What follows belongs to an exercise in optimizing a design on an open flow for small area, a short achievable clock period and few clock cycles per item; a production flow would make more cautious choices. RTL that was checked went through simulation tests only; none was proved equivalent to the original. Only the layout flow was run in run 1; the RTL was not checked for function there. No activity file was given, so power comes from the tool's default toggle rates.

==> flow/design.v (outline; a module is shown in full before it is edited, if it fits) <==
// module tgs_sqrt: 93 lines
// module tgs_div: 74 lines
// module tgs_mul: 3417 lines
// module tree_group_shrink_top: 833 lines
module tree_group_shrink_top (
  input  wire logic        clk_i,
  input  wire logic        rst_ni,
  input  wire logic        start,
  output logic             busy,
  input  wire logic [99:0] in_word_i,
  input  wire logic        cfg_valid_i,
  output logic             cfg_ready_o,
  input  wire logic [6:0]  cfg_data_i,
  output logic             out_valid_o,
  output logic [40:0]      out_word_o
);
  // ...
==> flow/flow/run.sh <==
#!/bin/bash
# Layout flow: the standard flow (standard.sh: ORFS synthesis through finish, then the final
# DEF), with the timing repair steps asked to keep this much setup slack on the design's own
# clock, so that they keep working on paths well inside the clock period.
set -euo pipefail
export SETUP_SLACK_MARGIN=12.5
bash standard.sh > standard_flow.log 2>&1
==> flow/standard.sh <==
#!/bin/bash
# synth_recipe.tcl (not shown) runs the flow's synth.tcl, then flattens the netlist and writes it again
# the make line also repeats each setting of config.mk as NAME=value (left out here)
make -C /OpenROAD-flow-scripts/flow DESIGN_CONFIG=/design/flow/config.mk WORK_HOME=/design/flow/orfs CLKGATE_MAP_FILE= SYNTH_SCRIPT=/design/flow/synth_recipe.tcl "${@:-finish}"
==> flow/config.mk <==
export PLATFORM = sky130hd
export DESIGN_NAME = tree_group_shrink_top
export DESIGN_NICKNAME = tree_group_shrink_top
export VERILOG_FILES = /design/flow/design.v
export SDC_FILE = /design/flow/constraint.sdc
export NUM_CORES = 8
export LEC_CHECK = 0
export CAP_MARGIN = 20
export CORE_MARGIN = 2
export CORE_UTILIZATION = 45
export CTS_CLUSTER_DIAMETER = 180
export CTS_CLUSTER_SIZE = 16
export PLACE_DENSITY = 0.5
export SLEW_MARGIN = 20
==> flow/constraint.sdc <==
create_clock -name core_clock -period 18.0 [get_ports {clk_i}]
set_input_delay 3.6000 -clock core_clock [delete_from_list [all_inputs] [get_ports {clk_i}]]
set_output_delay 3.6000 -clock core_clock [all_outputs]
set_load 0.01 [all_outputs]
==> impl_metrics.prom, run 1 <==
# TYPE chip_impl_metric gauge
chip_impl_info{name="outcome",value="finished clean"} 1
chip_impl_info{name="launch_point_of_the_worst_reg_to_reg_path",value="pend_q[35]"} 1
chip_impl_info{name="timing.setup.critical_path_class",value="reg -> reg"} 1
chip_impl_metric{name="initial_core_util",unit="%"} 45.1
chip_impl_metric{name="route.final.wire_length",unit="mm"} 2280
chip_impl_metric{name="report.final.hold_viol_count",unit=""} 0
chip_impl_metric{name="tritoncts_num_sinks",unit=""} 10400
chip_impl_info{name="synthMostInstantiatedCell",value="sky130_fd_sc_hd__edfxtp_1"} 1
chip_impl_info{name="worst_hold_startpoint",value="b3_mag[0][27]"} 1
chip_impl_metric{name="synth-edff-count",unit=""} 9033
chip_impl_metric{name="yosys_warnings",unit=""} 50
chip_impl_metric{name="timing_worst_slew_pin_value",unit="ns"} 1.36
chip_impl_metric{name="multi_input_comb_area",unit="mm2"} 0.179
chip_impl_metric{name="post_place_setup_slack",unit="ns"} 9.50
chip_impl_metric{name="pg_comb",unit="mW"} 63.9
chip_impl_metric{name="floorplan.tapcells",unit=""} 14400
chip_impl_metric{name="largest_register_ffs",unit=""} 2816
chip_impl_metric{name="cts_max_path_buffers",unit=""} 5
chip_impl_metric{name="first_global_vias",unit=""} 334000
chip_impl_metric{name="sequential_cell_total",unit=""} 10400
chip_impl_metric{name="ir_worst_vdd",unit="mV"} 1.06
chip_impl_info{name="synth_top_family_by_area",value="compound AO/OA/AOI/OAI gates"} 1
chip_impl_info{name="top_layer_used",value="met5"} 1
chip_impl_info{name="grt_busiest_layer",value="met2"} 1
chip_impl_metric{name="fin_total_pwr",unit="mW"} 114
chip_impl_metric{name="design.die.area",unit="mm2"} 1.09
chip_impl_metric{name="timing.critical_path.required",unit="ns"} 19.04
chip_impl_metric{name="final.setup.worst_slack",unit="ns"} 12.34
chip_impl_metric{name="timing.max_cap.violations",unit=""} 0
chip_impl_metric{name="groute.layer.met2.usage",unit="%"} 60.7
chip_impl_metric{name="syn-num-nets",unit=""} 39000
chip_impl_info{name="path_cells",value="a22oi_1 -> nand4_1 -> o41a_1 -> buf_4 -> nor2_4 -> mux2i_4 -> buf_12 -> bufbuf_16 -> mux2i_1 -> and3_4 -> buf_6 -> a22o_1 -> a221oi_1 -> nand4_1 -> or4_1"} 1
chip_impl_info{name="most_area_hungry_cell_class_in_the_final_design",value="sequential cells"} 1
chip_impl_metric{name="synth_area",unit="mm2"} 0.488
chip_impl_metric{name="ctsHtreeMaxLevel",unit=""} 6
chip_impl_info{name="dominantRegCellSynth",value="sky130_fd_sc_hd__edfxtp_1"} 1
chip_impl_info{name="crit_slowest_cell",value="sky130_fd_sc_hd__and3_4"} 1
chip_impl_metric{name="avgSynthCellArea",unit="um2"} 13.4
chip_impl_metric{name="totalNegativeSetupSlack",unit="ns"} 0
chip_impl_metric{name="crit_cells",unit=""} 15
chip_impl_metric{name="synth_xor_xnor_area_share",unit="%"} 3.77
chip_impl_metric{name="synth.lib_cells_used.distinct",unit=""} 108
chip_impl_metric{name="place.gp.congestion",unit=""} 0.974
chip_impl_metric{name="worst-endpoint-arrival",unit="ns"} 6.70
chip_impl_metric{name="clock_power_share",unit="%"} 14.4
==> module tree_group_shrink_top, before the edit <==
module tree_group_shrink_top (
  input  wire logic        clk_i,
  input  wire logic        rst_ni,
  input  wire logic        start,
  output logic             busy,
  input  wire logic [99:0] in_word_i,
  input  wire logic        cfg_valid_i,
  output logic             cfg_ready_o,
  input  wire logic [6:0]  cfg_data_i,
  output logic             out_valid_o,
  output logic [40:0]      out_word_o
);
  localparam int K = 8;                  
  localparam int KW = 3;
  localparam bit SUM_FIRST = 1'b1;       
  localparam int NB = 2;                 
  localparam int CW = 3;                 
  localparam int NF = 3;                 
  localparam logic [1:0] E_IDLE = 2'd0, E_COMP = 2'd1, E_ERR = 2'd3;
  localparam logic [1:0] T_SUM = 2'd0, T_SCL = 2'd1, T_FIN = 2'd2;
  localparam logic [2:0] G_SUMW = 3'd0, G_SUMI = 3'd1, G_INB = 3'd2, G_QRDY = 3'd3,
                         G_DONE = 3'd4;
  localparam logic [1:0] M_SCL = 2'd0, M_ZERO = 2'd1, M_KEEP = 2'd2;
  logic        busy_q, rdy_q;
  logic        cv_q;
  logic [99:0] cw_q;
  logic [6:0]  len_q;
  logic        acc_cmd, acc_run;
  assign acc_cmd = start & ~busy_q;
  assign acc_run = acc_cmd & (in_word_i[99:98] == 2'd2);
  assign busy = busy_q;
  assign cfg_ready_o = rdy_q;
  always_ff @(posedge clk_i) cw_q <= in_word_i;
  logic [1:0]  c_op;
  logic [5:0]  c_eidx, c_slot;
  logic [31:0] c_eval;
  logic [7:0]  c_s, c_e;
  logic [30:0] c_w;
  logic [6:0]  c_cnt;
  assign c_op = cw_q[99:98];
  assign c_eidx = cw_q[97:92];
  assign c_eval = cw_q[91:60];
  assign c_slot = cw_q[59:54];
  assign c_s = cw_q[53:46];
  assign c_e = cw_q[45:38];
  assign c_w = cw_q[37:7];
  assign c_cnt = cw_q[6:0];
  logic cv_elem, cv_grp, cv_run;
  assign cv_elem = cv_q && c_op == 2'd0;
  assign cv_grp = cv_q && c_op == 2'd1;
  assign cv_run = cv_q && c_op == 2'd2;
  logic [31:0] vmem [64];
  logic [31:0] xmem [64];
  logic [43:0] tmem [64];    
  logic [63:0] ne_q;         
  logic        root0_q, broot0_q;
  logic [30:0] w0_q;
  logic        g_ne, g_bad;
  logic [5:0]  g_a, g_b;
  assign g_ne = $signed(c_s) <= $signed(c_e);
  assign g_bad = ($signed(c_s) < 8'sd1) || ($signed(c_e) > 8'sd64);
  assign g_a = c_s[5:0] - 6'd1;
  assign g_b = c_e[5:0] - 6'd1;
  always_ff @(posedge clk_i) begin
    if (cv_elem) vmem[c_eidx] <= c_eval;
    if (cv_grp) begin
      tmem[c_slot] <= {g_bad, g_a, g_b, c_w};
      ne_q[c_slot] <= g_ne;
      if (c_slot == 6'd0) begin
        root0_q <= (c_s == 8'hff) && (c_e == 8'hff);
        broot0_q <= (c_s == 8'hff) && (c_e != 8'hff);
        w0_q <= c_w;
      end
    end
  end
  logic [1:0]  est_q;
  logic        rq_q;
  logic [6:0]  runc_q;
  logic [6:0]  n_q;
  logic [5:0]  nm1_q, pnm1_q;
  logic        root_q;
  logic [5:0]  last_q, gi_q;
  logic        scan_q;
  logic [1:0]  errst_q;
  logic [63:0] raw_q, pend_q;
  logic [63:0] zb_q [2];     
  logic        rb_q;         
  logic        s0;
  logic [6:0]  s_n, s_c;
  logic        s_root, s_broot;
  logic [63:0] s_m;
  logic [5:0]  s_last;
  logic        s_any;
  always_comb begin
    s_n = (len_q == 7'd0) ? 7'd1 : ((len_q > 7'd64) ? 7'd64 : len_q);
    s_c = (runc_q > 7'd64) ? 7'd64 : runc_q;
    s_root = (s_c != 7'd0) && root0_q;
    s_broot = (s_c != 7'd0) && broot0_q;
    for (int i = 0; i < 64; i++) s_m[i] = ne_q[i] && (7'(i) < s_c) && !(i == 0 && s_root);
    s_last = '0;
    for (int i = 0; i < 64; i++) if (s_m[i]) s_last = 6'(i);
    s_any = |s_m;
  end
  logic        fv_q, fne_q, fbad_q, flast_q;
  logic [5:0]  fa_q, fb_q;
  logic [30:0] fl_q;
  logic        f_err, f_drop, f_load, f_take;
  logic [43:0] t_rd;
  logic        t_ne;
  logic [63:0] goh;          
  always_comb begin
    t_rd = '0;
    t_ne = 1'b0;
    goh = 64'd1 << gi_q;
    for (int i = 0; i < 64; i++) begin
      t_rd = t_rd | (tmem[i] & {44{goh[i]}});
      t_ne = t_ne | (ne_q[i] & goh[i]);
    end
  end
  logic [K-1:0]  ev_q;
  logic [2:0]    est_e [K];
  logic [5:0]    ea_q [K];
  logic [5:0]    eb_q [K];
  logic [30:0]   el_q [K];
  logic [K-1:0]  elast_q;
  logic [K-1:0]  etag_q;       
  logic [1:0]    emode_q [K];
  logic [KW-1:0] hd_q, tl_q, sidx_q, didx_q;
  logic [KW:0]   cnt_q, nsum_q;
  logic [CW-1:0] cred_q;
  logic        pv_q, pl2_q, pfirst_q;
  logic [1:0]  pl2l_q;       
  logic [1:0]  pt_q;
  logic [4:0]  pp_q, pe_q;
  logic [5:0]  plo_q, phi_q;
  logic        stag_q;       
  logic [KW-1:0] spidx_q;    
  logic        kv_q;
  logic [4:0]  kpp_q, kpe_q;
  logic [5:0]  klo_q, khi_q;
  logic [31:0] kq_q;
  logic [31:0] koh_q;
  logic        xv_q, xnr_q, xgap_q, xro_q, xbk_q;
  logic [1:0]  xm_q;
  logic [4:0]  xpp_q, xpe_q;
  logic [5:0]  xhi_q, xa_q, xb_q;
  logic [31:0] xq_q;
  logic [31:0] xoh_q;
  logic [31:0] pq_q;
  logic [31:0] poh_q;        
  logic        b1_v, b1_l2, b1_last, b1_first;
  logic [1:0]  b1_l2in;
  logic [1:0]  b1_t, b1_m, b1_act, b1_inr, b1_rr, b1_cp;
  logic [4:0]  b1_p;
  logic [31:0] b1_q;
  logic [31:0] b1_val [2];
  logic        b2_v, b2_l2, b2_last, b2_first;
  logic [1:0]  b2_l2in;
  logic [1:0]  b2_t, b2_act, b2_sign, b2_inc, b2_zout, b2_cp;
  logic [4:0]  b2_p;
  logic [31:0] b2_mag [2];
  logic [16:0] b2_one [2];
  logic [16:0] b2_two [2];
  logic [16:0] b2_neg [2];
  logic        b3_v, b3_l2, b3_last, b3_first;
  logic [1:0]  b3_l2in;
  logic [1:0]  b3_t, b3_act, b3_sign, b3_inc, b3_zout, b3_cp;
  logic [31:0] b3_mag [2];
  logic [4:0]  b3_p;
  logic [69:0] b3_s [2];
  logic [69:0] b3_c [2];
  logic        b4_v, b4_last;
  logic [1:0]  b4_t, b4_act, b4_sign, b4_inc, b4_zout, b4_cp;
  logic [31:0] b4_mag [2];
  logic [4:0]  b4_p;
  logic [31:0] b4_r [2];
  logic [69:0] acs_q, acc_q;    
  logic [69:0] sum_q;           
  logic [61:0] l2_q, l2d_q;
  logic        sv_q, sd_q;      
  logic        h_v, h_last;
  logic [5:0]  h_j;
  logic [31:0] h_val;
  logic [NF-1:0] bf_v;
  logic [68:0] bf_s [NF];
  logic [30:0] bf_l [NF];
  logic        sq_load, sq_busy, dv_done, dv_take, dv_busy;
  assign dv_busy = 1'b0;
  logic [31:0] dv_q;
  logic [CW-1:0] n_take;
  logic        kill;
  logic [KW-1:0] hd, sc;
  assign hd = hd_q;
  assign sc = sidx_q;
  logic        big, dec_zero, dec_keep, dec_b, dec_zk;
  assign big = sum_q > {8'd0, l2d_q};
  assign dec_zero = sd_q && !big;
  assign dec_keep = sd_q && big && el_q[didx_q] == 31'd0;
  assign dec_b = sd_q && big && el_q[didx_q] != 31'd0;
  assign dec_zk = dec_zero || dec_keep;
  logic        zm_en;
  logic [63:0] zmask;
  assign zm_en = dec_zero && !elast_q[didx_q];
  always_comb for (int j = 0; j < 64; j++)
    zmask[j] = zm_en && (6'(j) >= ea_q[didx_q]) && (6'(j) <= eb_q[didx_q]);
  logic        stall, beat, beat_el, lastbeat, a_free;
  logic        kstall, kbeat, klast, k_free;
  logic        xstall, xbeat, xlast;
  logic        scl_rdy, iss_scl, iss_sum, iss_fin0, iss_fin, blocked, retire;
  logic [1:0]  act, xact, kact, own;
  logic        pend_e, pend_o, xpend_e, xpend_o, kpend_e, kpend_o;
  logic [31:0] roh;
  always_comb begin
    pend_e = 1'b0;
    pend_o = 1'b0;
    xpend_e = 1'b0;
    xpend_o = 1'b0;
    kpend_e = 1'b0;
    kpend_o = 1'b0;
    for (int p = 0; p < 32; p++) begin
      pend_e = pend_e | (poh_q[p] & pend_q[2*p]);
      pend_o = pend_o | (poh_q[p] & pend_q[2*p+1]);
      xpend_e = xpend_e | (xoh_q[p] & pend_q[2*p]);
      xpend_o = xpend_o | (xoh_q[p] & pend_q[2*p+1]);
      kpend_e = kpend_e | (koh_q[p] & pend_q[2*p]);
      kpend_o = kpend_o | (koh_q[p] & pend_q[2*p+1]);
    end
  end
  assign xact[0] = 1'b1;
  assign xact[1] = {xpp_q, 1'b1} <= xhi_q;
  assign xstall = xpend_e | (xpend_o & xact[1]) | xgap_q;
  assign xbeat = xv_q && !xstall;
  assign xlast = xbeat && xpp_q == xpe_q;
  assign kact[0] = {kpp_q, 1'b0} >= klo_q;
  assign kact[1] = {kpp_q, 1'b1} <= khi_q;
  assign kstall = (kpend_e & kact[0]) | (kpend_o & kact[1]);
  assign kbeat = kv_q && !kstall && !xbeat;
  assign klast = kbeat && kpp_q == kpe_q;
  assign k_free = !kv_q || klast;
  assign act[0] = {pp_q, 1'b0} >= plo_q;
  assign act[1] = {pp_q, 1'b1} <= phi_q;
  always_comb begin
    for (int l = 0; l < 2; l++) begin
      logic [5:0] e;
      e = {pp_q, 1'(l)};
      own[l] = kv_q && e >= klo_q && e <= khi_q && pp_q >= kpp_q;
      for (int j = 0; j < K; j++)
        if (ev_q[j] && etag_q[j] == stag_q && KW'(j) != spidx_q &&
            (est_e[j] == G_SUMI || est_e[j] == G_INB || est_e[j] == G_QRDY) &&
            e >= ea_q[j] && e <= eb_q[j])
          own[l] = 1'b1;
    end
  end
  assign stall = ((pend_e | own[0]) & act[0]) | ((pend_o | own[1]) & act[1]);
  assign beat = pv_q && (pl2_q || !stall) && !xbeat && !kbeat;
  assign beat_el = pv_q && !pl2_q && !stall && !xbeat && !kbeat;
  assign lastbeat = beat_el && pp_q == pe_q;
  assign a_free = !pv_q || lastbeat;
  assign roh = xbeat ? xoh_q : (kbeat ? koh_q : poh_q);
  assign blocked = 1'b0;
  assign scl_rdy = est_q == E_COMP && ev_q[hd] &&
                   ((est_e[hd] == G_INB && dv_done) || est_e[hd] == G_QRDY);
  assign iss_sum = a_free && est_q == E_COMP && nsum_q != '0 && cred_q != '0;
  logic        tail_act, tail_ok;
  assign tail_act = ev_q[hd] && etag_q[hd] != rb_q;
  assign iss_fin = scl_rdy && elast_q[hd] && !xv_q && k_free;
  assign iss_scl = k_free && scl_rdy && !elast_q[hd] && (!xv_q || eb_q[hd] < {xpp_q, 1'b0});
  assign iss_fin0 = s0 && !s_broot && !s_any;
  assign dv_take = (iss_scl || iss_fin) && est_e[hd] == G_INB;
  assign retire = ev_q[hd] && (iss_scl || iss_fin || est_e[hd] == G_DONE);
  logic f_bad;
  assign f_bad = fv_q && fne_q && (fbad_q || {1'b0, fb_q} >= n_q);
  assign f_err = est_q == E_COMP && f_bad && !tail_act;
  assign f_drop = fv_q && !fne_q;
  assign f_load = est_q == E_COMP && fv_q && fne_q && !f_bad && cnt_q != (KW+1)'(K);
  assign f_take = f_drop || f_load;
  assign kill = f_err;
  logic [68:0] sq_s;
  logic [30:0] sq_l;
  logic [5:0]  sq_k, dk;
  assign sq_load = (bf_v[0] || dec_b) && !sq_busy;
  assign sq_s = bf_v[0] ? bf_s[0] : sum_q[68:0];
  assign sq_l = bf_v[0] ? bf_l[0] : el_q[didx_q];
  assign sq_k = dk;
  logic [NB-1:0] l_sqb, l_sqd, l_dvb, l_dvd, l_dvl;
  logic [35:0]   l_r [NB];
  logic [30:0]   l_l [NB];
  logic [31:0]   l_q [NB];
  localparam int NBW = (NB > 1) ? $clog2(NB) : 1;
  logic [NBW-1:0] bl_in_q, bl_out_q;
  assign sq_busy = l_sqb[bl_in_q];
  assign dv_done = l_dvd[bl_out_q];
  assign dv_q = l_q[bl_out_q];
  always_comb begin
    n_take = '0;
    for (int u = 0; u < NB; u++) n_take = n_take + CW'(l_dvl[u]);
  end
  always_ff @(posedge clk_i or negedge rst_ni) begin
    if (!rst_ni) begin
      bl_in_q <= '0;
      bl_out_q <= '0;
    end else if (kill) begin
      bl_in_q <= '0;
      bl_out_q <= '0;
    end else begin
      if (sq_load) bl_in_q <= (bl_in_q == NB - 1) ? '0 : bl_in_q + 1'b1;
      if (dv_take) bl_out_q <= (bl_out_q == NB - 1) ? '0 : bl_out_q + 1'b1;
    end
  end
  for (genvar u = 0; u < NB; u++) begin : g_bl
    assign l_dvl[u] = l_sqd[u] && !l_dvb[u];
    tgs_sqrt u_sqrt (
      .clk_i, .rst_ni, .kill_i(kill), .load_i(sq_load && bl_in_q == u), .s_i(sq_s), .l_i(sq_l),
      .busy_o(l_sqb[u]), .done_o(l_sqd[u]), .take_i(l_dvl[u]), .r_o(l_r[u]), .l_o(l_l[u])
    );
    tgs_div u_div (
      .clk_i, .rst_ni, .kill_i(kill), .load_i(l_dvl[u]), .r_i(l_r[u]), .l_i(l_l[u]),
      .busy_o(l_dvb[u]), .done_o(l_dvd[u]), .take_i(dv_take && bl_out_q == u), .q_o(l_q[u])
    );
  end
  logic fin_inflight;
  assign fin_inflight = (b1_v && b1_t == T_FIN) || (b2_v && b2_t == T_FIN) ||
                        (b3_v && b3_t == T_FIN) || (b4_v && b4_t == T_FIN) || h_v;
  assign tail_ok = est_q == E_COMP && !scan_q && !fv_q && cnt_q == (KW+1)'(1) && ev_q[hd] &&
                   elast_q[hd] && !tail_act && est_e[hd] != G_SUMW && !pv_q && !kv_q && !xv_q &&
                   raw_q == '0;
  assign s0 = rq_q && pend_q == '0 &&
              ((est_q == E_IDLE && (!xv_q || (xro_q && s_any && !s_broot))) ||
               (tail_ok && s_any && !s_broot));
  logic [1:0] est_n;
  logic       rq_n;
  always_comb begin
    est_n = est_q;
    rq_n = rq_q;
    if (cv_run) rq_n = 1'b1;
    if (est_q == E_COMP && iss_fin && !tail_act) est_n = E_IDLE;
    if (s0) begin
      rq_n = 1'b0;
      if (s_broot) est_n = E_ERR;
      else if (!s_any) est_n = E_IDLE;
      else est_n = E_COMP;
    end
    if (est_q == E_COMP) begin
      if (f_err) est_n = E_ERR;
    end
    if (est_q == E_ERR && !xv_q && !fin_inflight) est_n = E_IDLE;
  end
  logic busy_d, xv_n, xro_n, take_ok;
  assign xv_n = (xv_q && !xlast) || iss_fin || iss_fin0;
  assign xro_n = (iss_fin || iss_fin0) ? (iss_fin && raw_q == '0) : xro_q;
  assign take_ok = (est_n == E_IDLE && !(xv_n && !xro_n)) ||
                   (est_n == E_COMP && !s0 && raw_q == '0 && !scan_q && !fv_q);
  assign busy_d = acc_run || cv_run || rq_n || !take_ok;
  always_ff @(posedge clk_i or negedge rst_ni) begin
    if (!rst_ni) begin
      busy_q <= 1'b0;
      rdy_q <= 1'b0;
      cv_q <= 1'b0;
      len_q <= 7'd64;
      est_q <= E_IDLE;
      rq_q <= 1'b0;
    end else begin
      busy_q <= busy_d;
      rdy_q <= ~busy_d;
      cv_q <= acc_cmd;
      if (cfg_valid_i && rdy_q) len_q <= cfg_data_i;
      est_q <= est_n;
      rq_q <= rq_n;
    end
  end
  always_ff @(posedge clk_i) begin
    if (cv_run) runc_q <= c_cnt;
    if (s0) begin
      n_q <= s_n;
      nm1_q <= 6'(s_n - 7'd1);
      pnm1_q <= nm1_q;
      root_q <= s_root;
      last_q <= s_last;
      errst_q <= 2'd1;
    end
    if (f_err) errst_q <= 2'd2;
  end
  always_ff @(posedge clk_i or negedge rst_ni) begin
    if (!rst_ni) begin
      scan_q <= 1'b0;
      fv_q <= 1'b0;
    end else if (kill) begin
      scan_q <= 1'b0;
      fv_q <= 1'b0;
    end else if (s0) begin
      scan_q <= !s_broot && s_any;
      fv_q <= 1'b0;
    end else begin
      if (f_take) fv_q <= 1'b0;
      if (scan_q && (!fv_q || f_take)) begin
        fv_q <= 1'b1;
        if (gi_q == last_q) scan_q <= 1'b0;
      end
    end
  end
  always_ff @(posedge clk_i) begin
    if (s0) begin
      gi_q <= s_root ? 6'd1 : 6'd0;
    end else if (scan_q && (!fv_q || f_take)) begin
      gi_q <= gi_q + 6'd1;
      fne_q <= t_ne;
      {fbad_q, fa_q, fb_q, fl_q} <= t_rd;
      flast_q <= gi_q == last_q;
    end
  end
  always_ff @(posedge clk_i or negedge rst_ni) begin
    if (!rst_ni) begin
      ev_q <= '0;
      hd_q <= '0;
      tl_q <= '0;
      sidx_q <= '0;
      didx_q <= '0;
      cnt_q <= '0;
      nsum_q <= '0;
      cred_q <= CW'(NF);
    end else if (kill) begin
      ev_q <= '0;
      hd_q <= '0;
      tl_q <= '0;
      sidx_q <= '0;
      didx_q <= '0;
      cnt_q <= '0;
      nsum_q <= '0;
      cred_q <= CW'(NF);
    end else begin
      if (retire) begin
        ev_q[hd] <= 1'b0;
        hd_q <= hd_q + 1'b1;
      end
      if (f_load) begin
        ev_q[tl_q] <= 1'b1;
        tl_q <= tl_q + 1'b1;
      end
      cnt_q <= cnt_q + (KW+1)'(f_load) - (KW+1)'(retire);
      nsum_q <= nsum_q + (KW+1)'(f_load) - (KW+1)'(iss_sum);
      if (iss_sum) sidx_q <= sidx_q + 1'b1;
      if (sd_q) didx_q <= didx_q + 1'b1;
      cred_q <= cred_q - CW'(iss_sum) + CW'(dec_zk) + CW'(sq_load);
    end
  end
  always_ff @(posedge clk_i) begin
    if (f_load) begin
      est_e[tl_q] <= G_SUMW;
      ea_q[tl_q] <= fa_q;
      eb_q[tl_q] <= fb_q;
      el_q[tl_q] <= fl_q;
      elast_q[tl_q] <= flast_q;
      etag_q[tl_q] <= rb_q;
    end
    if (iss_sum) est_e[sc] <= G_SUMI;
    if (sd_q) begin
      if (dec_b) begin
        est_e[didx_q] <= G_INB;
      end else if (elast_q[didx_q]) begin
        est_e[didx_q] <= G_QRDY;
        emode_q[didx_q] <= dec_zero ? M_ZERO : M_KEEP;
      end else begin
        est_e[didx_q] <= G_DONE;
      end
    end
  end
  always_ff @(posedge clk_i or negedge rst_ni) begin
    if (!rst_ni) bf_v <= '0;
    else if (kill) bf_v <= '0;
    else begin
      logic pop, push;
      logic [NF-1:0] v;
      pop = sq_load && bf_v[0];
      push = dec_b && !(sq_load && !bf_v[0]);
      v = pop ? (bf_v >> 1) : bf_v;
      if (push) v = {v[NF-2:0], 1'b1};
      bf_v <= v;
    end
  end
  always_ff @(posedge clk_i) begin
    logic pop;
    logic [NF-1:0] v, vp;
    pop = sq_load && bf_v[0];
    v = pop ? (bf_v >> 1) : bf_v;
    vp = {v[NF-2:0], 1'b1};           
    for (int i = 0; i < NF; i++) begin
      if (dec_b && !v[i] && vp[i]) begin
        bf_s[i] <= sum_q[68:0];
        bf_l[i] <= el_q[didx_q];
      end else if (pop && i < NF - 1) begin
        bf_s[i] <= bf_s[i+1];
        bf_l[i] <= bf_l[i+1];
      end
    end
  end
  always_ff @(posedge clk_i or negedge rst_ni) begin
    if (!rst_ni) begin
      pv_q <= 1'b0;
      kv_q <= 1'b0;
      xv_q <= 1'b0;
      xgap_q <= 1'b0;
    end else begin
      if (lastbeat) pv_q <= 1'b0;
      if (iss_sum) pv_q <= 1'b1;
      if (kill) pv_q <= 1'b0;
      if (klast) kv_q <= 1'b0;
      if (iss_scl) kv_q <= 1'b1;
      if (kill) kv_q <= 1'b0;
      xv_q <= xv_n;
      xgap_q <= xbeat && !xlast;
    end
  end
  always_ff @(posedge clk_i) begin
    if (beat) begin
      pl2_q <= 1'b0;
      if (beat_el) pfirst_q <= 1'b0;
      if (beat_el) begin
        pp_q <= pp_q + 5'd1;
        poh_q <= {poh_q[30:0], 1'b0};
      end
    end
    if (iss_sum) begin
      pt_q <= T_SUM;
      pfirst_q <= 1'b1;
      pl2_q <= !ea_q[sc][0] && eb_q[sc][0];
      pl2l_q <= {!ea_q[sc][0] && !eb_q[sc][0], ea_q[sc][0]};
      pp_q <= ea_q[sc][5:1];
      poh_q <= 32'd1 << ea_q[sc][5:1];
      pe_q <= eb_q[sc][5:1];
      plo_q <= ea_q[sc];
      phi_q <= eb_q[sc];
      pq_q <= {1'b0, el_q[sc]};
      stag_q <= etag_q[sc];
      spidx_q <= sc;
    end
    if (kbeat) begin
      kpp_q <= kpp_q + 5'd1;
      koh_q <= {koh_q[30:0], 1'b0};
    end
    if (iss_scl) begin
      kq_q <= dv_q;
      kpp_q <= ea_q[hd][5:1];
      koh_q <= 32'd1 << ea_q[hd][5:1];
      kpe_q <= eb_q[hd][5:1];
      klo_q <= ea_q[hd];
      khi_q <= eb_q[hd];
    end
    if (xbeat) begin
      xpp_q <= xpp_q + 5'd1;
      xoh_q <= {xoh_q[30:0], 1'b0};
    end
    if (iss_fin) begin
      xq_q <= dv_q;
      xm_q <= est_e[hd] == G_INB ? M_SCL : emode_q[hd];
      xa_q <= ea_q[hd];
      xb_q <= eb_q[hd];
      xnr_q <= 1'b0;
      xpp_q <= 5'd0;
      xoh_q <= 32'd1;
      xpe_q <= tail_act ? pnm1_q[5:1] : nm1_q[5:1];
      xhi_q <= tail_act ? pnm1_q : nm1_q;
      xro_q <= tail_act || raw_q == '0;
      xbk_q <= etag_q[hd];
    end
    if (iss_fin0) begin
      xm_q <= M_KEEP;
      xnr_q <= 1'b1;
      xpp_q <= 5'd0;
      xoh_q <= 32'd1;
      xpe_q <= 5'((s_n - 7'd1) >> 1);
      xhi_q <= 6'(s_n - 7'd1);
      xro_q <= 1'b0;
      xbk_q <= ~rb_q;
    end
  end
  logic [1:0]  wr_en;
  always_ff @(posedge clk_i or negedge rst_ni) begin
    if (!rst_ni) begin
      pend_q <= '0;
    end else if (kill) begin
      pend_q <= '0;
    end else begin
      for (int j = 0; j < 64; j++) begin
        if (kbeat && koh_q[j/2] && kact[j%2]) pend_q[j] <= 1'b1;
        else if (wr_en[j%2] && b4_p == 5'(j/2)) pend_q[j] <= 1'b0;
      end
    end
  end
  always_ff @(posedge clk_i or negedge rst_ni) begin
    if (!rst_ni) rb_q <= 1'b0;
    else if (s0) rb_q <= ~rb_q;
  end
  always_ff @(posedge clk_i) begin
    for (int j = 0; j < 64; j++) begin
      if (s0) begin
        raw_q[j] <= 7'(j) < s_n;
        zb_q[~rb_q][j] <= 1'b0;
      end else if (wr_en[j%2] && b4_p == 5'(j/2)) begin
        raw_q[j] <= 1'b0;
        zb_q[rb_q][j] <= 1'b0;
      end else if (zmask[j]) begin
        raw_q[j] <= 1'b0;
        zb_q[rb_q][j] <= 1'b1;
      end
    end
  end
  always_ff @(posedge clk_i or negedge rst_ni) begin
    if (!rst_ni) begin
      b1_v <= 1'b0;
      b2_v <= 1'b0;
      b3_v <= 1'b0;
      b4_v <= 1'b0;
    end else begin
      b1_v <= xbeat || ((kbeat || beat) && !kill);
      b2_v <= b1_v && !(kill && b1_t != T_FIN);
      b3_v <= b2_v && !(kill && b2_t != T_FIN);
      b4_v <= b3_v && !(kill && b3_t != T_FIN);
    end
  end
  logic [31:0] rd_val [2];
  logic [1:0]  rd_raw;
  logic [63:0] zsel, rsel;
  always_comb begin
    for (int j = 0; j < 64; j++) begin
      zsel[j] = (xbeat ? xbk_q : rb_q) ? zb_q[1][j] : zb_q[0][j];
      rsel[j] = raw_q[j] && !(xbeat && xro_q);
    end
    for (int l = 0; l < 2; l++) begin
      rd_val[l] = '0;
      rd_raw[l] = 1'b0;
      for (int p = 0; p < 32; p++) begin
        rd_val[l] = rd_val[l] | (vmem[2*p+l] & {32{roh[p] & rsel[2*p+l]}}) |
                    (xmem[2*p+l] & {32{roh[p] & ~rsel[2*p+l] & ~zsel[2*p+l]}});
        rd_raw[l] = rd_raw[l] | (roh[p] & rsel[2*p+l]);
      end
    end
  end
  always_ff @(posedge clk_i) begin
    b1_t <= xbeat ? T_FIN : (kbeat ? T_SCL : T_SUM);
    b1_l2 <= pl2_q && !xbeat && !kbeat;
    b1_first <= pfirst_q;
    b1_l2in <= {pl2l_q[1] && !pl2_q && pp_q == pe_q, pl2l_q[0] && !pl2_q && pfirst_q} &
               {2{!xbeat && !kbeat}};
    b1_p <= xbeat ? xpp_q : (kbeat ? kpp_q : pp_q);
    b1_last <= xbeat ? xlast : (kbeat ? klast : lastbeat);
    b1_m <= xm_q;
    b1_act <= xbeat ? xact : (kbeat ? kact : (pl2_q ? 2'b01 : act));
    b1_inr[0] <= !xnr_q && {xpp_q, 1'b0} >= xa_q && {xpp_q, 1'b0} <= xb_q;
    b1_inr[1] <= !xnr_q && {xpp_q, 1'b1} >= xa_q && {xpp_q, 1'b1} <= xb_q;
    b1_q <= xbeat ? xq_q : (kbeat ? kq_q : pq_q);
    b1_rr <= rd_raw & {2{root_q}};
    b1_cp <= rd_raw & act & {2{!xbeat && !kbeat && !pl2_q && !tail_act &&
                               (!xv_q || xbk_q == rb_q || pp_q < xpp_q)}};
    b1_val[0] <= rd_val[0];
    b1_val[1] <= rd_val[1];
  end
  logic [30:0] leff [2];
  logic [32:0] sp [2];
  logic [32:0] sm [2];
  logic [31:0] mag0 [2];
  logic [31:0] opb [2];
  logic [34:0] be [2];
  logic [1:0]  byp;
  always_comb begin
    for (int l = 0; l < 2; l++) begin
      leff[l] = b1_rr[l] ? w0_q : 31'd0;
      sp[l] = {b1_val[l][31], b1_val[l]} - {2'b00, leff[l]};             
      sm[l] = {~b1_val[l][31], ~b1_val[l]} + 33'd1 - {2'b00, leff[l]};   
      if (!b1_act[l]) mag0[l] = 32'd0;
      else if (!b1_val[l][31]) mag0[l] = sp[l][32] ? 32'd0 : sp[l][31:0];
      else mag0[l] = sm[l][32] ? 32'd0 : sm[l][31:0];
      byp[l] = b1_t == T_FIN && !(b1_inr[l] && b1_m == M_SCL);
      if (b1_l2) opb[l] = (l == 0) ? b1_q : 32'd0;
      else if (b1_l2in[l]) opb[l] = b1_q;
      else if (b1_t == T_SUM) opb[l] = mag0[l];
      else if (byp[l]) opb[l] = 32'hffff_ffff;
      else opb[l] = b1_q;
      be[l] = {2'b00, opb[l], 1'b0};
    end
  end
  always_ff @(posedge clk_i) begin
    b2_t <= b1_t;
    b2_l2 <= b1_l2;
    b2_first <= b1_first;
    b2_l2in <= b1_l2in;
    b2_p <= b1_p;
    b2_last <= b1_last;
    b2_act <= b1_act;
    for (int l = 0; l < 2; l++) begin
      b2_sign[l] <= b1_val[l][31];
      b2_cp[l] <= b1_cp[l] && !b1_l2in[l];
      b2_zout[l] <= b1_t == T_FIN && b1_inr[l] && b1_m == M_ZERO;
      b2_inc[l] <= byp[l] && mag0[l] != 32'd0;
      b2_mag[l] <= b1_l2 ? ((l == 0) ? b1_q : 32'd0) : (b1_l2in[l] ? b1_q : mag0[l]);
      for (int i = 0; i < 17; i++) begin
        b2_one[l][i] <= be[l][2*i+1] ^ be[l][2*i];
        b2_two[l][i] <= (be[l][2*i+2] & ~be[l][2*i+1] & ~be[l][2*i]) |
                        (~be[l][2*i+2] & be[l][2*i+1] & be[l][2*i]);
        b2_neg[l][i] <= be[l][2*i+2];
      end
    end
  end
  logic [69:0] m_s [2];
  logic [69:0] m_c [2];
  for (genvar l = 0; l < 2; l++) begin : g_mul
    tgs_mul u_mul (.a(b2_mag[l]), .one(b2_one[l]), .two(b2_two[l]), .neg(b2_neg[l]),
                   .s_o(m_s[l]), .c_o(m_c[l]));
  end
  always_ff @(posedge clk_i) begin
    b3_t <= b2_t;
    b3_l2 <= b2_l2;
    b3_first <= b2_first;
    b3_l2in <= b2_l2in;
    b3_p <= b2_p;
    b3_last <= b2_last;
    b3_act <= b2_act;
    b3_sign <= b2_sign;
    b3_cp <= b2_cp;
    b3_mag[0] <= b2_mag[0];
    b3_mag[1] <= b2_mag[1];
    b3_inc <= b2_inc;
    b3_zout <= b2_zout;
    for (int l = 0; l < 2; l++) begin
      b3_s[l] <= m_s[l];
      b3_c[l] <= m_c[l];
    end
  end
  logic        t_sum, in1;
  logic [69:0] ad_s, ad_c, l1_s, l1_c, x1, y1, x2, y2, x3, y3, x4, y4;
  logic [69:0] p0sum, p1sum;
  assign t_sum = b3_t == T_SUM;
  assign in1 = t_sum && b3_l2in == 2'b00;
  always_comb begin
    ad_s = (t_sum && !b3_l2 && !b3_first) ? acs_q : 70'd0;
    ad_c = (t_sum && !b3_l2 && !b3_first) ? acc_q : 70'd0;
    l1_s = in1 ? b3_s[1] : 70'd0;
    l1_c = in1 ? b3_c[1] : 70'd0;
    x1 = ad_s ^ ad_c ^ b3_s[0];
    y1 = {(ad_s[68:0] & ad_c[68:0]) | (ad_s[68:0] & b3_s[0][68:0]) |
          (ad_c[68:0] & b3_s[0][68:0]), 1'b0};
    x2 = b3_c[0] ^ l1_s ^ l1_c;
    y2 = {(b3_c[0][68:0] & l1_s[68:0]) | (b3_c[0][68:0] & l1_c[68:0]) |
          (l1_s[68:0] & l1_c[68:0]), 1'b0};
    x3 = x1 ^ y1 ^ x2;
    y3 = {(x1[68:0] & y1[68:0]) | (x1[68:0] & x2[68:0]) | (y1[68:0] & x2[68:0]), 1'b0};
    x4 = x3 ^ y3 ^ y2;
    y4 = {(x3[68:0] & y3[68:0]) | (x3[68:0] & y2[68:0]) | (y3[68:0] & y2[68:0]), 1'b0};
  end
  assign p0sum = b3_s[0] + b3_c[0];
  assign p1sum = b3_s[1] + b3_c[1];
  always_ff @(posedge clk_i) begin
    b4_t <= b3_t;
    b4_p <= b3_p;
    b4_last <= b3_last;
    b4_act <= b3_act;
    b4_sign <= b3_sign;
    b4_cp <= b3_cp;
    b4_mag[0] <= b3_mag[0];
    b4_mag[1] <= b3_mag[1];
    b4_inc <= b3_inc;
    b4_zout <= b3_zout;
    b4_r[0] <= p0sum[63:32];
    b4_r[1] <= p1sum[63:32];
    if (b3_v && t_sum) begin
      if (b3_l2) begin
        l2_q <= p0sum[61:0];
        acs_q <= '0;
        acc_q <= '0;
      end else if (b3_l2in[0]) begin
        l2_q <= p0sum[61:0];
        acs_q <= b3_s[1];
        acc_q <= b3_c[1];
      end else begin
        acs_q <= x4;
        acc_q <= y4;
        if (b3_l2in[1]) l2_q <= p1sum[61:0];
      end
    end
    if (sv_q) begin
      sum_q <= acs_q + acc_q;
      l2d_q <= l2_q;
    end
  end
  always_ff @(posedge clk_i or negedge rst_ni) begin
    if (!rst_ni) begin
      sv_q <= 1'b0;
      sd_q <= 1'b0;
    end else if (kill) begin
      sv_q <= 1'b0;
      sd_q <= 1'b0;
    end else begin
      sv_q <= b3_v && t_sum && b3_last;
      sd_q <= sv_q;
    end
  end
  logic [31:0] res [2];
  logic [31:0] wval [2];
  always_comb begin
    for (int l = 0; l < 2; l++) begin
      if (b4_cp[l]) res[l] = b4_mag[l];
      else res[l] = b4_zout[l] ? 32'd0 : (b4_r[l] + {31'd0, b4_inc[l]});
      wval[l] = b4_sign[l] ? (32'd0 - res[l]) : res[l];
    end
  end
  assign wr_en = ({2{b4_v && b4_t == T_SCL}} & b4_act) | ({2{b4_v && b4_t == T_SUM}} & b4_cp);
  always_ff @(posedge clk_i) begin
    if (wr_en[0]) xmem[{b4_p, 1'b0}] <= wval[0];
    if (wr_en[1]) xmem[{b4_p, 1'b1}] <= wval[1];
  end
  logic fin4;
  assign fin4 = b4_v && b4_t == T_FIN;
  logic err_emit;
  assign err_emit = est_q == E_ERR && !xv_q && !fin_inflight;
  always_ff @(posedge clk_i or negedge rst_ni) begin
    if (!rst_ni) begin
      out_valid_o <= 1'b0;
      h_v <= 1'b0;
    end else begin
      out_valid_o <= fin4 || h_v || err_emit;
      h_v <= fin4 && b4_act[1];
    end
  end
  always_ff @(posedge clk_i) begin
    if (fin4) out_word_o <= {wval[0], b4_p, 1'b0, b4_last && !b4_act[1], 2'b00};
    else if (h_v) out_word_o <= {h_val, h_j, h_last, 2'b00};
    else out_word_o <= {32'd0, 6'd0, 1'b1, errst_q};
  end
  always_ff @(posedge clk_i) begin
    h_val <= wval[1];
    h_j <= {b4_p, 1'b1};
    h_last <= b4_last;
  end
endmodule
==> inputs of run 2 (changes only) <==
--- a/flow/design.v
+++ b/flow/design.v
@@ -3680,7 +3680,7 @@
   assign cv_run = cv_q && c_op == 2'd2;
   logic [31:0] vmem [64];
   logic [31:0] xmem [64];
-  logic [43:0] tmem [64];    
+  logic [42:0] tmem [64];    
   logic [63:0] ne_q;         
   logic        root0_q, broot0_q;
   logic [30:0] w0_q;
@@ -3693,7 +3693,7 @@
   always_ff @(posedge clk_i) begin
     if (cv_elem) vmem[c_eidx] <= c_eval;
     if (cv_grp) begin
-      tmem[c_slot] <= {g_bad, g_a, g_b, c_w};
+      tmem[c_slot] <= g_bad ? {6'd1, 6'd0, c_w} : {g_a, g_b, c_w};
       ne_q[c_slot] <= g_ne;
       if (c_slot == 6'd0) begin
         root0_q <= (c_s == 8'hff) && (c_e == 8'hff);
@@ -3730,11 +3730,11 @@
     for (int i = 0; i < 64; i++) if (s_m[i]) s_last = 6'(i);
     s_any = |s_m;
   end
-  logic        fv_q, fne_q, fbad_q, flast_q;
+  logic        fv_q, fne_q, flast_q;
   logic [5:0]  fa_q, fb_q;
   logic [30:0] fl_q;
   logic        f_err, f_drop, f_load, f_take;
-  logic [43:0] t_rd;
+  logic [42:0] t_rd;
   logic        t_ne;
   logic [63:0] goh;          
   always_comb begin
@@ -3742,7 +3742,7 @@
     t_ne = 1'b0;
     goh = 64'd1 << gi_q;
     for (int i = 0; i < 64; i++) begin
-      t_rd = t_rd | (tmem[i] & {44{goh[i]}});
+      t_rd = t_rd | (tmem[i] & {43{goh[i]}});
       t_ne = t_ne | (ne_q[i] & goh[i]);
     end
   end
@@ -3858,12 +3858,15 @@
   assign xact[0] = 1'b1;
   assign xact[1] = {xpp_q, 1'b1} <= xhi_q;
   assign xstall = xpend_e | (xpend_o & xact[1]) | xgap_q;
-  assign xbeat = xv_q && !xstall;
+  logic        xsel, ksel;
+  assign xsel = xv_q && !xgap_q;
+  assign ksel = kv_q && !xsel;
+  assign xbeat = xsel && !xstall;
   assign xlast = xbeat && xpp_q == xpe_q;
   assign kact[0] = {kpp_q, 1'b0} >= klo_q;
   assign kact[1] = {kpp_q, 1'b1} <= khi_q;
   assign kstall = (kpend_e & kact[0]) | (kpend_o & kact[1]);
-  assign kbeat = kv_q && !kstall && !xbeat;
+  assign kbeat = ksel && !kstall;
   assign klast = kbeat && kpp_q == kpe_q;
   assign k_free = !kv_q || klast;
   assign act[0] = {pp_q, 1'b0} >= plo_q;
@@ -3881,11 +3884,11 @@
     end
   end
   assign stall = ((pend_e | own[0]) & act[0]) | ((pend_o | own[1]) & act[1]);
-  assign beat = pv_q && (pl2_q || !stall) && !xbeat && !kbeat;
-  assign beat_el = pv_q && !pl2_q && !stall && !xbeat && !kbeat;
+  assign beat = pv_q && (pl2_q || !stall) && !xsel && !ksel;
+  assign beat_el = pv_q && !pl2_q && !stall && !xsel && !ksel;
   assign lastbeat = beat_el && pp_q == pe_q;
   assign a_free = !pv_q || lastbeat;
-  assign roh = xbeat ? xoh_q : (kbeat ? koh_q : poh_q);
+  assign roh = xsel ? xoh_q : (ksel ? koh_q : poh_q);
   assign blocked = 1'b0;
   assign scl_rdy = est_q == E_COMP && ev_q[hd] &&
                    ((est_e[hd] == G_INB && dv_done) || est_e[hd] == G_QRDY);
@@ -3898,7 +3901,7 @@
   assign dv_take = (iss_scl || iss_fin) && est_e[hd] == G_INB;
   assign retire = ev_q[hd] && (iss_scl || iss_fin || est_e[hd] == G_DONE);
   logic f_bad;
-  assign f_bad = fv_q && fne_q && (fbad_q || {1'b0, fb_q} >= n_q);
+  assign f_bad = fv_q && fne_q && (fa_q > fb_q || {1'b0, fb_q} >= n_q);
   assign f_err = est_q == E_COMP && f_bad && !tail_act;
   assign f_drop = fv_q && !fne_q;
   assign f_load = est_q == E_COMP && fv_q && fne_q && !f_bad && cnt_q != (KW+1)'(K);
@@ -4033,7 +4036,7 @@
     end else if (scan_q && (!fv_q || f_take)) begin
       gi_q <= gi_q + 6'd1;
       fne_q <= t_ne;
-      {fbad_q, fa_q, fb_q, fl_q} <= t_rd;
+      {fa_q, fb_q, fl_q} <= t_rd;
       flast_q <= gi_q == last_q;
     end
   end
@@ -4251,8 +4254,8 @@
   logic [63:0] zsel, rsel;
   always_comb begin
     for (int j = 0; j < 64; j++) begin
-      zsel[j] = (xbeat ? xbk_q : rb_q) ? zb_q[1][j] : zb_q[0][j];
-      rsel[j] = raw_q[j] && !(xbeat && xro_q);
+      zsel[j] = (xsel ? xbk_q : rb_q) ? zb_q[1][j] : zb_q[0][j];
+      rsel[j] = raw_q[j] && !(xsel && xro_q);
     end
     for (int l = 0; l < 2; l++) begin
       rd_val[l] = '0;
@@ -4265,20 +4268,20 @@
     end
   end
   always_ff @(posedge clk_i) begin
-    b1_t <= xbeat ? T_FIN : (kbeat ? T_SCL : T_SUM);
-    b1_l2 <= pl2_q && !xbeat && !kbeat;
+    b1_t <= xsel ? T_FIN : (ksel ? T_SCL : T_SUM);
+    b1_l2 <= pl2_q && !xsel && !ksel;
     b1_first <= pfirst_q;
     b1_l2in <= {pl2l_q[1] && !pl2_q && pp_q == pe_q, pl2l_q[0] && !pl2_q && pfirst_q} &
-               {2{!xbeat && !kbeat}};
-    b1_p <= xbeat ? xpp_q : (kbeat ? kpp_q : pp_q);
-    b1_last <= xbeat ? xlast : (kbeat ? klast : lastbeat);
+               {2{!xsel && !ksel}};
+    b1_p <= xsel ? xpp_q : (ksel ? kpp_q : pp_q);
+    b1_last <= xsel ? xlast : (ksel ? klast : lastbeat);
     b1_m <= xm_q;
-    b1_act <= xbeat ? xact : (kbeat ? kact : (pl2_q ? 2'b01 : act));
+    b1_act <= xsel ? xact : (ksel ? kact : (pl2_q ? 2'b01 : act));
     b1_inr[0] <= !xnr_q && {xpp_q, 1'b0} >= xa_q && {xpp_q, 1'b0} <= xb_q;
     b1_inr[1] <= !xnr_q && {xpp_q, 1'b1} >= xa_q && {xpp_q, 1'b1} <= xb_q;
-    b1_q <= xbeat ? xq_q : (kbeat ? kq_q : pq_q);
+    b1_q <= xsel ? xq_q : (ksel ? kq_q : pq_q);
     b1_rr <= rd_raw & {2{root_q}};
-    b1_cp <= rd_raw & act & {2{!xbeat && !kbeat && !pl2_q && !tail_act &&
+    b1_cp <= rd_raw & act & {2{!xsel && !ksel && !pl2_q && !tail_act &&
                                (!xv_q || xbk_q == rb_q || pp_q < xpp_q)}};
     b1_val[0] <= rd_val[0];
     b1_val[1] <= rd_val[1];
--- a/flow/config.mk
+++ b/flow/config.mk
@@ -7,8 +7,8 @@
 export LEC_CHECK = 0
 export CAP_MARGIN = 20
 export CORE_MARGIN = 2
-export CORE_UTILIZATION = 45
+export CORE_UTILIZATION = 52
 export CTS_CLUSTER_DIAMETER = 180
 export CTS_CLUSTER_SIZE = 16
-export PLACE_DENSITY = 0.5
+export PLACE_DENSITY = 0.58
 export SLEW_MARGIN = 20
==> impl_metrics.prom, run 2 <==
# TYPE chip_impl_metric gauge
chip_impl_info{name="outcome",value="finished clean"} 1
chip_impl_info{name="most_prevalent_standard_cell_on_the_critical_path",value="sky130_fd_sc_hd__nand4_1"} 1
chip_impl_info{name="mostFrequentLayoutCells",value="sky130_fd_sc_hd__edfxtp_1 (8968), sky130_fd_sc_hd__a22oi_1 (2975), sky130_fd_sc_hd__nand2_1 (2073), sky130_fd_sc_hd__inv_1 (1699), sky130_fd_sc_hd__nor2_1 (1435)"} 1
chip_impl_metric{name="timing_worst_slew_pin_value",unit="ns"} 1.32
chip_impl_metric{name="area.growth.synth_to_final",unit="%"} 9.57
chip_impl_metric{name="avgSynthCellArea",unit="um2"} 13.3
chip_impl_metric{name="clock_power_share",unit="%"} 14.2
chip_impl_metric{name="power.switching",unit="mW"} 52.4
chip_impl_info{name="setup.worst_path.end",value="b1_val[0][20]"} 1
chip_impl_metric{name="slew_headroom",unit="%"} 11.1
chip_impl_metric{name="final.setup.worst_slack",unit="ns"} 12.29
chip_impl_metric{name="wl_met2",unit="mm"} 857
chip_impl_metric{name="post_drt_antenna_nets",unit=""} 0
chip_impl_info{name="dominantRegCellSynth",value="sky130_fd_sc_hd__edfxtp_1"} 1
chip_impl_metric{name="initial_core_util",unit="%"} 52.1
chip_impl_metric{name="synth_async_sr_flop_share",unit="%"} 1.31
chip_impl_metric{name="combinationalPowerShare",unit="%"} 56.4
chip_impl_metric{name="sequential_fraction_of_the_synthesis_area",unit="%"} 61.2
chip_impl_metric{name="grt_antenna_before_repair",unit=""} 190
chip_impl_metric{name="timing.max_cap.violations",unit=""} 0
chip_impl_metric{name="finalNetCount",unit=""} 39300
chip_impl_metric{name="timing.critical_path.required",unit="ns"} 18.91
chip_impl_info{name="synthMostInstantiatedCell",value="sky130_fd_sc_hd__edfxtp_1"} 1
chip_impl_metric{name="gr-usage-all-layers",unit="%"} 41.0
chip_impl_metric{name="avgRoutedWirePerCell",unit="um"} 40.0
chip_impl_metric{name="ctsHtreeMaxLevel",unit=""} 6
chip_impl_metric{name="cp_max_fo",unit=""} 45
chip_impl_metric{name="design.die.area",unit="mm2"} 0.943
chip_impl_metric{name="wl_met3",unit="mm"} 251
chip_impl_info{name="path_cells",value="buf_6 -> mux2i_1 -> nor2_1 -> a21oi_2 -> nor2_4 -> buf_4 -> buf_4 -> a22oi_1 -> nand4_1 -> nor2_1 -> nand4_1 -> nor4_1 -> nand4_1"} 1
chip_impl_metric{name="core-area",unit="mm2"} 0.933
chip_impl_metric{name="critical_path.max_stage_delay",unit="ns"} 1.03
chip_impl_info{name="cts-root-buf",value="sky130_fd_sc_hd__clkbuf_16"} 1
chip_impl_metric{name="crit_cells",unit=""} 13
chip_impl_info{name="endpoint_kind",value="flip-flop"} 1
chip_impl_metric{name="share_of_total_power_in_sequential_cells",unit="%"} 29.3
chip_impl_metric{name="first_global_vias",unit=""} 325000
chip_impl_metric{name="finalWorstPathRequiredPeriod",unit="ns"} 5.71
chip_impl_metric{name="cell_internal_pwr",unit="mW"} 61.6
chip_impl_info{name="post_synth_most_frequent_cells",value="sky130_fd_sc_hd__edfxtp_1 (8968), sky130_fd_sc_hd__a22oi_1 (2979), sky130_fd_sc_hd__nand2_1 (2086), sky130_fd_sc_hd__clkbuf_1 (1856), sky130_fd_sc_hd__inv_1 (1760)"} 1
chip_impl_metric{name="synth.lib_cells_used.distinct",unit=""} 110
chip_impl_metric{name="static-leakage-power",unit="nW"} 184
chip_impl_metric{name="worst_skew_pair.late_latency",unit="ns"} 1.21
chip_impl_metric{name="detailedRoute.firstPassIterationCount",unit=""} 9
chip_impl_metric{name="io_buffer_count",unit=""} 154
chip_impl_metric{name="detail_route.wirelength.met1",unit="mm"} 741
chip_impl_info{name="synth_top_cell_by_area",value="sky130_fd_sc_hd__edfxtp_1"} 1
chip_impl_metric{name="die_height",unit="um"} 971
chip_impl_metric{name="dp_hpwl",unit="mm"} 1260
chip_impl_info{name="synth.area.top_cells",value="sky130_fd_sc_hd__edfxtp_1 (55%), sky130_fd_sc_hd__dfxtp_1 (5.1%), sky130_fd_sc_hd__fa_1 (4.9%), sky130_fd_sc_hd__a22oi_1 (4.6%), sky130_fd_sc_hd__ha_1 (3.6%)"} 1
chip_impl_info{name="cts_tree",value="built"} 1
chip_impl_metric{name="cts_max_path_buffers",unit=""} 5
chip_impl_info{name="top_layer_used",value="met5"} 1
chip_impl_metric{name="pwr_density_cell",unit="mW/mm2"} 214
chip_impl_info{name="timing.setup.critical_path_class",value="reg -> reg"} 1
chip_impl_metric{name="postSynthCellCount",unit=""} 36500
chip_impl_metric{name="path_buf_inv",unit=""} 3
chip_impl_info{name="crit-reg2reg-capture",value="b1_val[0][20]"} 1
chip_impl_metric{name="synth_seq_cells",unit=""} 10300
chip_impl_metric{name="syn-num-nets",unit=""} 39200
chip_impl_metric{name="regToRegSetupSlack",unit="ns"} 12.29
chip_impl_metric{name="dr_total_vias",unit=""} 346000
chip_impl_info{name="layout_commonest_cell",value="sky130_fd_sc_hd__edfxtp_1"} 1
chip_impl_metric{name="synth_area",unit="mm2"} 0.486
chip_impl_metric{name="totalNegativeSetupSlack",unit="ns"} 0
chip_impl_metric{name="finClkSkew",unit="ns"} 0.157
chip_impl_metric{name="slew_viol_final",unit=""} 0
chip_impl_metric{name="synth_top_area_share",unit="%"} 55.4
chip_impl_metric{name="worst-endpoint-arrival",unit="ns"} 6.62
chip_impl_metric{name="route.final.wire_length",unit="mm"} 1990
chip_impl_metric{name="report.final.hold_viol_count",unit=""} 0
chip_impl_info{name="grt_setup_unrepaired",value="true"} 1
chip_impl_metric{name="detail_route.vias_per_cell",unit=""} 6.95
chip_impl_info{name="startpoint",value="kv_q"} 1
chip_impl_info{name="crit_slowest_cell",value="sky130_fd_sc_hd__nor4_1"} 1
chip_impl_metric{name="place.gp.congestion",unit=""} 1.01
chip_impl_metric{name="die_width",unit="um"} 971
chip_impl_metric{name="switching_share",unit="%"} 46.0
chip_impl_metric{name="reg2regPathDepth",unit=""} 13
chip_impl_metric{name="drt_iter0_markers",unit=""} 55600
chip_impl_metric{name="yosys_warnings",unit=""} 50
chip_impl_metric{name="post_place_setup_slack",unit="ns"} 9.46
chip_impl_metric{name="ir_worst_vdd",unit="mV"} 0.979
chip_impl_metric{name="drc",unit=""} 0
chip_impl_metric{name="synth-edff-count",unit=""} 8968
chip_impl_info{name="timing.critical_path.max_delay_family",value="simple AND/OR/NAND/NOR gates"} 1
chip_impl_metric{name="final_core_util",unit="%"} 57.1
chip_impl_metric{name="finalHoldWorstSlack",unit="ns"} 0.297
chip_impl_metric{name="design.portCount",unit=""} 155
chip_impl_metric{name="largest_register_ffs",unit=""} 2752
chip_impl_metric{name="achievable-frequency",unit="GHz"} 0.175
chip_impl_metric{name="setup-violations-final",unit=""} 0
chip_impl_metric{name="clk_pin_slew_worst_paths",unit="ns"} 0.08
chip_impl_info{name="largestRegisters",value="tmem (2752), vmem (2048), xmem (2048)"} 1
chip_impl_info{name="worst_setup_path_start_kind",value="flip-flop"} 1
chip_impl_info{name="max_flop_register",value="tmem"} 1
chip_impl_metric{name="period_share",unit="%"} 31.7
chip_impl_metric{name="grt_pass1_wl",unit="mm"} 2690
chip_impl_metric{name="tritoncts_num_sinks",unit=""} 10300
chip_impl_metric{name="globalRouteOverflowTotal",unit=""} 0
chip_impl_metric{name="drive_above_1_share",unit="%"} 9.93
chip_impl_metric{name="placementRows",unit=""} 355
chip_impl_metric{name="cts_inserted_buffers",unit=""} 734
chip_impl_metric{name="cts_hold_fix_bufs",unit=""} 0
chip_impl_info{name="timing.hold.worst.class",value="reg -> reg"} 1
chip_impl_info{name="launch_point_of_the_worst_reg_to_reg_path",value="kv_q"} 1
chip_impl_metric{name="pin_count_of_the_biggest_net_entering_global_routing",unit=""} 113
==> run 2: changes by cell type after synthesis, sizes merged, moves of 63 or more <==
cell,delta
a22oi,+1216
a22o,-628
a221oi,-610
nand4,+183
nor2,+142
nand3,-95
a21o,+68
edfxtp,-65
nand2,+63
==> run 2: cell type report <==
cell class	instances	area (um2)
Antenna cell	204	510
Clock buffer	1158	20100
Clock inverter	42	713
Fill cell	75300	400000
Inverter	1781	6770
Multi-Input combinational cell	22300	179000
Sequential cell	10300	298000
Tap cell	12500	15600
Timing Repair Buffer	1445	12600
==> run 2: how the worst min path moves through the flow <==
stage / startpoint / end / cells after the start
after floorplan: b1_first / b2_first / 0
after global placement: b3_mag[0][15] / b4_mag[0][15] / 0
after detailed placement: b1_last / b2_last / 0
after CTS: b1_last / b2_last / 0
after global routing: b1_last / b2_last / 0
final: b1_last / b2_last / 0
==> run 2: power groups by stage <==
stage          Sequential [mW]  Clock [mW]  Combinational, mW
2_1_floorplan             32.6           0               37.1
3_3_place_gp              33.8           0               58.1
3_5_place_dp              33.8           0               58.9
4_1_cts                   33.4        16.2               63.4
5_1_grt                   33.5        17.1               69.8
6_report                  33.4        16.2               64.4
==> run 2: layer usage <==
metal	vias to the layer above	track usage (%)
met5	-	0.101
met3	5009	10.6
met1	176000	55.4
li1	140000	-
met4	106	23.7
met2	24900	60.6
==> run 2: cell families (layout without fill, tap and decap cells) <==
kind of cell / Yosys count / count (layout) / share of synthesized area [%]
xor+xnor: 2098 / 2098 / 3.78
compound gates: 9571 / 9575 / 14.2
mux: 948 / 948 / 2.26
fa+ha+maj: 2574 / 2574 / 8.44
flops: 10300 / 10300 / 61.2
other cells: 0 / 204 / 0
simple gates: 7103 / 7107 / 7.12
buf+inv: 3899 / 4426 / 3.05
==> run 2: timing repair <==
action / 4_1_cts / 5_1_grt
cloned: 9 / 14
setup endpoints to repair: 1941 / 1128
endpoints found under the hold margin: 0 / 0
resized for setup: 266 / 190
pin swaps: 26 / 31
buffers inserted: 67 / 50
==> run 2: worst register-to-register path: cells and delay by family (launching register included) <==
kind	cells	cell delay, ns
AND/OR/NAND/NOR	7	2.16
buffers and inverters	3	1.13
multiplexers	1	0.55
flip-flops	1	0.70
AO/OA/AOI/OAI	2	0.97
==> run 2: through the flow <==
stage	cell area (um2)	power [mW]	instances
finish	533000	114	49800
global route	533000	120	49700
CTS	531000	113	49500
detailed placement	508000	92.7	48200
global placement	508000	91.9	48200
floorplan	487000	69.7	36500
Testbench counts of run 2, summed over its fixed seeds: cycles 18,662, runs 96.
==> inputs of run 3 (changes only) <==
--- a/flow/config.mk
+++ b/flow/config.mk
@@ -7,8 +7,8 @@
 export LEC_CHECK = 0
 export CAP_MARGIN = 20
 export CORE_MARGIN = 2
-export CORE_UTILIZATION = 52
+export CORE_UTILIZATION = 45
 export CTS_CLUSTER_DIAMETER = 180
 export CTS_CLUSTER_SIZE = 16
-export PLACE_DENSITY = 0.58
+export PLACE_DENSITY = 0.5
 export SLEW_MARGIN = 20
==> impl_metrics.prom, run 3 <==
# TYPE chip_impl_metric gauge
chip_impl_info{name="outcome",value="finished clean"} 1
chip_impl_metric{name="syn-num-nets",unit=""} 39200
chip_impl_metric{name="avgRoutedWirePerCell",unit="um"} 41.0
chip_impl_metric{name="finalNetCount",unit=""} 39400
chip_impl_metric{name="clk_pin_slew_worst_paths",unit="ns"} 0.09
chip_impl_metric{name="report.final.hold_viol_count",unit=""} 0
chip_impl_info{name="timing.critical_path.max_delay_family",value="simple AND/OR/NAND/NOR gates"} 1
chip_impl_metric{name="drive_above_1_share",unit="%"} 10.6
chip_impl_metric{name="initial_core_util",unit="%"} 45.2
chip_impl_metric{name="detail_route.vias_per_cell",unit=""} 6.66
chip_impl_metric{name="slew_headroom",unit="%"} 11.2
chip_impl_metric{name="final_cells",unit=""} 51800
chip_impl_metric{name="synth_top_area_share",unit="%"} 55.4
chip_impl_info{name="crit-reg2reg-capture",value="zb_q[0][42]"} 1
chip_impl_metric{name="detailedRoute.firstPassIterationCount",unit=""} 7
chip_impl_metric{name="postSynthCellCount",unit=""} 36500
chip_impl_metric{name="groute.layer.met2.usage",unit="%"} 57.0
chip_impl_metric{name="sequential_fraction_of_the_synthesis_area",unit="%"} 61.2
chip_impl_metric{name="yosys_warnings",unit=""} 50
chip_impl_metric{name="setup-violations-final",unit=""} 0
chip_impl_metric{name="design.die.area",unit="mm2"} 1.09
chip_impl_metric{name="finalHoldWorstSlack",unit="ns"} 0.302
chip_impl_metric{name="worst_skew_pair.late_latency",unit="ns"} 1.22
chip_impl_metric{name="design.portCount",unit=""} 155
chip_impl_metric{name="slew_viol_final",unit=""} 0
chip_impl_metric{name="synth_seq_cells",unit=""} 10300
chip_impl_metric{name="first_global_vias",unit=""} 325000
chip_impl_info{name="worst_setup_path_start_kind",value="flip-flop"} 1
chip_impl_info{name="worst_hold_startpoint",value="b3_mag[0][28]"} 1
chip_impl_info{name="dominantRegCellSynth",value="sky130_fd_sc_hd__edfxtp_1"} 1
chip_impl_info{name="path_cells",value="buf_12 -> buf_12 -> buf_4 -> mux2i_1 -> o221ai_2 -> a22oi_2 -> buf_12 -> nand3_4 -> o211ai_1 -> buf_4 -> nand3_2 -> or4_1 -> or4_4 -> a21oi_4 -> nand4_1 -> nor4_4 -> a31oi_4 -> a21boi_4 -> buf_8 -> buf_12 -> a21oi_4"} 1
chip_impl_metric{name="synth-edff-count",unit=""} 8968
chip_impl_info{name="layout_commonest_cell",value="sky130_fd_sc_hd__edfxtp_1"} 1
chip_impl_metric{name="path_buf_inv",unit=""} 7
[run 3: cell counts after synthesis]
Identical to the previous run, type by type.
[run 3: worst max-delay path by stage]
stage / start / end / slack (ns) / cells after the start
3_3_place_gp: runc_q[5] / zb_q[0][44] / 9.48 / 14
2_1_floorplan: fa_q[1] / est_e[3][0] / 11.64 / 14
6_report: didx_q[2] / zb_q[0][42] / 12.41 / 21
3_5_place_dp: runc_q[5] / zb_q[0][44] / 9.58 / 14
5_1_grt: didx_q[2] / zb_q[0][42] / 12.35 / 20
4_1_cts: rdy_q / cfg_ready_o / 12.35 / 1
[run 3: power by group]
| group | internal [mW] | switching (mW) | total (mW) | leakage, nW |
|---|---|---|---|---|
| registers | 31.0 | 2.54 | 33.5 | 93.0 |
| logic | 23.4 | 42.9 | 66.3 | 82.3 |
| clock network | 7.63 | 8.66 | 16.3 | 9.89 |
| total | 62.0 | 54.1 | 116 | 185 |
[run 3: cell families after synthesis]
kind of cell / count (synthesis) / share of synthesized area [%]
buf+inv: 3899 / 3.05
mux: 948 / 2.26
compound gates: 9571 / 14.2
xor+xnor: 2098 / 3.78
simple gates: 7103 / 7.12
flops: 10300 / 61.2
fa+ha+maj: 2574 / 8.44
[run 3: layout make-up]
| cell class | instances | area, um2 |
|---|---|---|
| inverter | 1781 | 6770 |
| multi-input combinational | 22300 | 180000 |
| clock buffer | 1166 | 19900 |
| tap | 14400 | 18000 |
| sequential | 10300 | 298000 |
| fill | 93100 | 540000 |
| timing repair buffer | 1593 | 13900 |
| antenna | 184 | 460 |
| clock inverter | 47 | 873 |
[run 3: routing by layer]
metal,wire length [um],share of wire (%),up-vias
met3,224000,11,4029
met5,667,0.031,-
met4,129000,6.1,82
met1,841000,40,179000
li1,-,-,140000
met2,927000,44,21500
[run 3: what timing repair did]
action / in CTS / in global routing
hold buffers: 0 / 0
endpoints found under the setup margin: 2236 / 1188
cloned: 12 / 16
pin swaps: 41 / 46
buffers inserted: 105 / 63
gates resized for setup: 386 / 300
[run 3: metrics by stage]
step,setup slack (ns),total power [mW]
6_report,12.41,116
3_3_place_gp,9.48,94.8
5_1_grt,12.35,123
4_1_cts,12.35,116
3_5_place_dp,9.58,95.0
2_1_floorplan,11.64,69.7

-- static timing again, ports no longer ideal --
The results above use ideal ports. As a check the final layouts listed here were re-extracted and re-timed, cells and wires unchanged.
Step 1: set_driving_cell puts a clkbuf_16 on clk_i and a buf_2 on each other input, an assumption about the parent block.
Step 2 also shifts input and output timing later by t, the mid clock arrival at the registers, as if the neighbouring blocks saw the same clock.
Slacks: no drivers / after step 1 / after step 2; pairs: no drivers / after step 1.
| run | shift t [ns] | setup slack, ns | hold slack, ns | worst setup path after step 2 | worst slew at a driven data input, ns |
|---|---|---|---|---|---|
| run 1 | 1.341 | 12.342 / 12.252 / 12.092 | 0.304 / 0.304 / 0.304 | input, reset recovery | 0.42 |
| run 2 | 1.292 | 12.289 / 12.282 / 12.289 | 0.297 / 0.297 / 0.297 | register to register | 0.13 |
| run 3 | 1.363 | 12.407 / 12.238 / 11.858 | 0.302 / 0.302 / 0.302 | input, reset recovery | 0.25 |
After both steps setup and hold are still met in every run listed. The setup slack of run 3, which loses most, moves by -0.169 ns with the drivers and by -0.549 ns with both steps. The worst setup slack also covers recovery checks on asynchronous resets.
